Background: an optimization exercise with open tools, aiming at small area. Do not read the settings as production practice.
Function was checked by simulation only, so behaviour that the tests miss may differ from the original.
Power is estimated from default activity; no workload was simulated.

Design kyber_zeta_inv_gen, start of the top module:
module kyber_zeta_inv_gen
(
  input  logic        clk,
  input  logic        reset,
  input  logic        start,
  output logic        busy,
  output logic        done,
  input  logic [6:0]  ad,
  input  logic        ce,
  input  logic        oce,
  output logic [11:0] dout
);
clock: 6.0 ns
lec_check: 0
cap_margin: 20
core_margin: 2
core_utilization: 45
gpl_timing_driven: 0
setup_slack_margin: 0.4
slew_margin: 20
synth_hierarchical: 1
standard.sh (not shown) runs the stock make flow with config.mk's settings and CLKGATE_MAP_FILE= SYNTH_SCRIPT=/design/flow/synth_recipe.tcl, a recipe that flattens the netlist after the stock synthesis.
==> flow/flow/run.sh <==
#!/bin/bash
# Standard synthesis (hierarchical, so the generated table logic keeps its
# gate structure), then an area re-map of the flattened combinational logic
# (best of several ABC recipes; flip-flops untouched), then the standard
# layout steps with small port buffers and a small clock tree.
set -euo pipefail
W=$PWD
F=$W/flow
R=$W/orfs/results/$FLOW_PLATFORM/kyber_zeta_inv_gen/base
YOSYS=$(command -v yosys || echo "$FLOW_HOME/../tools/install/yosys/bin/yosys")

bash standard.sh synth > $W/synth_std.log 2>&1
cp $R/1_2_yosys.v $W/std_netlist.v

mkdir -p $W/reopt
cp $F/recipes.txt $F/downsize.txt $F/seqcells.txt $W/reopt/
REOPT_LIB=$FLOW_HOME/platforms/$FLOW_PLATFORM/lib/sky130_fd_sc_hd__tt_025C_1v80.lib \
REOPT_TOP=$FLOW_TOP REOPT_DIR=$W/reopt REOPT_IN=$W/std_netlist.v REOPT_OUT=$W/reopt_netlist.v \
  $YOSYS -q -l $W/reopt.log -c $F/reopt.tcl > $W/reopt.out 2>&1
cp $W/reopt_netlist.v $R/1_2_yosys.v
touch $R/1_2_yosys.v

bash standard.sh \
  "BUFFER_PORTS_ARGS=-buffer_cell sky130_fd_sc_hd__buf_1" \
  "CTS_ARGS=-sink_clustering_enable -sink_clustering_size 30 -sink_clustering_max_diameter 400 -buf_list sky130_fd_sc_hd__clkbuf_4 -root_buf sky130_fd_sc_hd__clkbuf_4 -repair_clock_nets -dont_use_dummy_load" \
  finish > $W/layout.log 2>&1
==> flow/flow/recipes.txt <==
strash; dch -f; map -a; topo
strash; map -a; topo
strash; dch; map -a; topo
strash; dch -f; amap; topo
strash; balance -l; resub -K 6 -l; rewrite -l; resub -K 6 -N 2 -l; refactor -l; resub -K 8 -l; balance -l; resub -K 8 -N 2 -l; rewrite -l; resub -K 10 -l; rewrite -z -l; resub -K 10 -N 2 -l; balance -l; resub -K 12 -l; refactor -z -l; resub -K 12 -N 2 -l; rewrite -z -l; balance -l; dch -f; map -a; topo
strash; balance -l; resub -K 6 -l; rewrite -l; resub -K 6 -N 2 -l; refactor -l; resub -K 8 -l; balance -l; resub -K 8 -N 2 -l; rewrite -l; resub -K 10 -l; rewrite -z -l; resub -K 10 -N 2 -l; balance -l; resub -K 12 -l; refactor -z -l; resub -K 12 -N 2 -l; rewrite -z -l; balance -l; balance -l; resub -K 6 -l; rewrite -l; resub -K 6 -N 2 -l; refactor -l; resub -K 8 -l; balance -l; resub -K 8 -N 2 -l; rewrite -l; resub -K 10 -l; rewrite -z -l; resub -K 10 -N 2 -l; balance -l; resub -K 12 -l; refactor -z -l; resub -K 12 -N 2 -l; rewrite -z -l; balance -l; dch -f; map -a; strash; dch -f; map -a; topo
KEEP || strash; &get -n; &dc2; &put; balance; &get -n; &dc2; &put; dch; map -a; strash; &get -n; &dc2; &put; dch -f; map -a; topo || strash; dch -f; map -a; strash; rewrite; dch; map -a; topo || strash; rewrite; &get -n; &dc2; &put; dch -f; map -a; topo || strash; dch -f; map -a; strash; resub -K 12 -N 2; rewrite -z; dch; map -a; topo || strash; dch -f; map -a; strash; resub -K 8 -N 2; rewrite -z; rewrite; &get -n; &dc2; &put; dch -f; map -a; topo
==> flow/flow/reopt.tcl <==
# Re-map the combinational logic of the standard synthesis netlist for area.
# Flip-flops keep their instance names and cell types. Several ABC recipes
# are tried on the same logic and the smallest mapping is kept.
yosys -import
set lib $::env(REOPT_LIB)
set top $::env(REOPT_TOP)
set dir $::env(REOPT_DIR)
read_liberty -ignore_miss_func $lib
read_verilog $::env(REOPT_IN)
hierarchy -top $top

# Candidate 0: the standard netlist as it is, with every logic cell at its
# smallest drive strength (same function, no restructuring).
design -save orig
set fh [open $dir/downsize.txt r]
foreach line [split [string trim [read $fh]] "\n"] {
  lassign $line from to
  chtype -map $from $to $top
}
close $fh
opt_clean -purge
tee -q -o $dir/stat_keep.txt stat -liberty $lib
set f [open $dir/stat_keep.txt r]; set s [read $f]; close $f
regexp "Chip area for module .\\\\$top.: (\[0-9.\]+)" $s -> keeparea
log "KEEP AREA $keeparea"
design -save keep

design -load orig

setattr -mod -set keep_hierarchy 1 sky130_fd_sc_hd__df* sky130_fd_sc_hd__edf* sky130_fd_sc_hd__sdf* sky130_fd_sc_hd__dl*
flatten
opt_clean -purge
design -save base
set best -1
set bestarea 1e30
set fh [open $dir/recipes.txt r]
set recipes [split [string trim [read $fh]] "\n"]
close $fh
set k 0
foreach r $recipes {
  design -load base
  # A recipe is one ABC script, or several joined by " || " that are run
  # one after another, the logic re-flattened to gates in between.
  set parts [split [string map [list " || " "\x01"] $r] "\x01"]
  set first 1
  # A recipe that starts with KEEP starts from candidate 0 instead.
  if {[lindex $parts 0] eq "KEEP"} {
    design -load keep
    set parts [lrange $parts 1 end]
    set first 0
  }
  set j 0
  foreach p $parts {
    if {!$first} {
      read_liberty -nooverwrite -ignore_miss_func $lib
      setattr -mod -set keep_hierarchy 1 sky130_fd_sc_hd__df* sky130_fd_sc_hd__edf*
      flatten
      opt_clean -purge
    }
    set sf $dir/recipe_${k}_$j.abc
    set o [open $sf w]
    puts $o [string map {"; " "\n"} $p]
    close $o
    abc -liberty $lib -dont_use *lpflow* -dont_use *probe* -script $sf
    opt_clean -purge
    set first 0
    incr j
  }
  tee -q -o $dir/stat_$k.txt stat -liberty $lib
  set f [open $dir/stat_$k.txt r]; set s [read $f]; close $f
  regexp "Chip area for module .\\\\$top.: (\[0-9.\]+)" $s -> area
  log "RECIPE $k AREA $area :: [string range $r 0 80]"
  if {$area < $bestarea} { set bestarea $area; set best $k }
  design -save r$k
  incr k
}
log "BEST $best AREA $bestarea"
if {$keeparea <= $bestarea} {
  log "USING KEEP AREA $keeparea"
  design -load keep
} else {
  design -load r$best
}
hilomap -singleton -hicell sky130_fd_sc_hd__conb_1 HI -locell sky130_fd_sc_hd__conb_1 LO
splitnets
opt_clean -purge
stat -liberty $lib
select $top
write_verilog -noattr -noexpr -selected $::env(REOPT_OUT)
Other scripts of this flow, unchanged in this note and not shown: flow/flow/downsize.txt, flow/flow/seqcells.txt
Rerun with:
==> flow/flow/recipes.txt (replaced) <==
strash; dch -f; map -a; topo
strash; map -a; topo
strash; dch; map -a; topo
strash; dch -f; amap; topo
strash; balance -l; resub -K 6 -l; rewrite -l; resub -K 6 -N 2 -l; refactor -l; resub -K 8 -l; balance -l; resub -K 8 -N 2 -l; rewrite -l; resub -K 10 -l; rewrite -z -l; resub -K 10 -N 2 -l; balance -l; resub -K 12 -l; refactor -z -l; resub -K 12 -N 2 -l; rewrite -z -l; balance -l; dch -f; map -a; topo
strash; balance -l; resub -K 6 -l; rewrite -l; resub -K 6 -N 2 -l; refactor -l; resub -K 8 -l; balance -l; resub -K 8 -N 2 -l; rewrite -l; resub -K 10 -l; rewrite -z -l; resub -K 10 -N 2 -l; balance -l; resub -K 12 -l; refactor -z -l; resub -K 12 -N 2 -l; rewrite -z -l; balance -l; balance -l; resub -K 6 -l; rewrite -l; resub -K 6 -N 2 -l; refactor -l; resub -K 8 -l; balance -l; resub -K 8 -N 2 -l; rewrite -l; resub -K 10 -l; rewrite -z -l; resub -K 10 -N 2 -l; balance -l; resub -K 12 -l; refactor -z -l; resub -K 12 -N 2 -l; rewrite -z -l; balance -l; dch -f; map -a; strash; dch -f; map -a; topo
--- a/flow/flow/reopt.tcl
+++ b/flow/flow/reopt.tcl
@@ -44,10 +44,4 @@
   set parts [split [string map [list " || " "\x01"] $r] "\x01"]
   set first 1
-  # A recipe that starts with KEEP starts from candidate 0 instead.
-  if {[lindex $parts 0] eq "KEEP"} {
-    design -load keep
-    set parts [lrange $parts 1 end]
-    set first 0
-  }
   set j 0
   foreach p $parts {
Final cell count went down by 3.8%.
Sequential power went up by about 5%.
Core utilization went up by 0.25 points.
Rerun with:
--- a/flow/flow/recipes.txt
+++ b/flow/flow/recipes.txt
@@ -5,2 +5,3 @@
 strash; balance -l; resub -K 6 -l; rewrite -l; resub -K 6 -N 2 -l; refactor -l; resub -K 8 -l; balance -l; resub -K 8 -N 2 -l; rewrite -l; resub -K 10 -l; rewrite -z -l; resub -K 10 -N 2 -l; balance -l; resub -K 12 -l; refactor -z -l; resub -K 12 -N 2 -l; rewrite -z -l; balance -l; dch -f; map -a; topo
 strash; balance -l; resub -K 6 -l; rewrite -l; resub -K 6 -N 2 -l; refactor -l; resub -K 8 -l; balance -l; resub -K 8 -N 2 -l; rewrite -l; resub -K 10 -l; rewrite -z -l; resub -K 10 -N 2 -l; balance -l; resub -K 12 -l; refactor -z -l; resub -K 12 -N 2 -l; rewrite -z -l; balance -l; balance -l; resub -K 6 -l; rewrite -l; resub -K 6 -N 2 -l; refactor -l; resub -K 8 -l; balance -l; resub -K 8 -N 2 -l; rewrite -l; resub -K 10 -l; rewrite -z -l; resub -K 10 -N 2 -l; balance -l; resub -K 12 -l; refactor -z -l; resub -K 12 -N 2 -l; rewrite -z -l; balance -l; dch -f; map -a; strash; dch -f; map -a; topo
+KEEP || strash; &get -n; &dc2; &put; balance; &get -n; &dc2; &put; dch; map -a; strash; &get -n; &dc2; &put; dch -f; map -a; topo || strash; dch -f; map -a; strash; rewrite; dch; map -a; topo || strash; rewrite; &get -n; &dc2; &put; dch -f; map -a; topo || strash; dch -f; map -a; strash; resub -K 12 -N 2; rewrite -z; dch; map -a; topo || strash; dch -f; map -a; strash; resub -K 8 -N 2; rewrite -z; rewrite; &get -n; &dc2; &put; dch -f; map -a; topo || strash; &get -n; &if -K 6 -a; &put; strash; dch -f; map -a; strash; refactor; rewrite; dch -f; map -a; topo
--- a/flow/flow/reopt.tcl
+++ b/flow/flow/reopt.tcl
@@ -44,4 +44,10 @@
   set parts [split [string map [list " || " "\x01"] $r] "\x01"]
   set first 1
+  # A recipe that starts with KEEP starts from candidate 0 instead.
+  if {[lindex $parts 0] eq "KEEP"} {
+    design -load keep
+    set parts [lrange $parts 1 end]
+    set first 0
+  }
   set j 0
   foreach p $parts {
Outcome: Clock skew fell by 0.0074 ns. Register-to-register slack is worse by 0.14 ns. Worst hold slack gains 0.0049 ns. Final cell count climbs by about 3.2%. Clock-buffer cell count does not change. Power shrinks by about 2.6%. Die area came out lower by about 2.4%.

## re-timing with driven ports
How much do the figures lean on ideal ports? The routed layouts below were timed once more, with nothing changed but the port constraints.
Step 1 sets driving cells, clkbuf_16 on the clock port and buf_2 on the other inputs (assumed; they add their load-dependent delay and slew).
Step 2 moves the port delays by t, midway between the first and last clock arrival at a register: inputs arrive t later, outputs are due t later. That takes back most of the time a late clock gives input paths.
a / b / c = ideal / step 1 / step 2; a / b = the first two.
run | t, ns | slack for setup (ns) | hold slack, ns | slew at the worst register clock pin (ns) | pins driven straight from the clock port
the first run | 0.308 | 0.825 / 0.805 / 1.113 | 0.405 / 0.405 / 0.405 | 0.11 / 0.11 | 1
the second run | 0.305 | 1.126 / 1.106 / 1.411 | 0.401 / 0.401 / 0.401 | 0.10 / 0.10 | 1
the third run | 0.314 | 0.535 / 0.518 / 0.831 | 0.406 / 0.406 / 0.406 | 0.10 / 0.10 | 1
After both steps setup and hold are still met in every run listed.
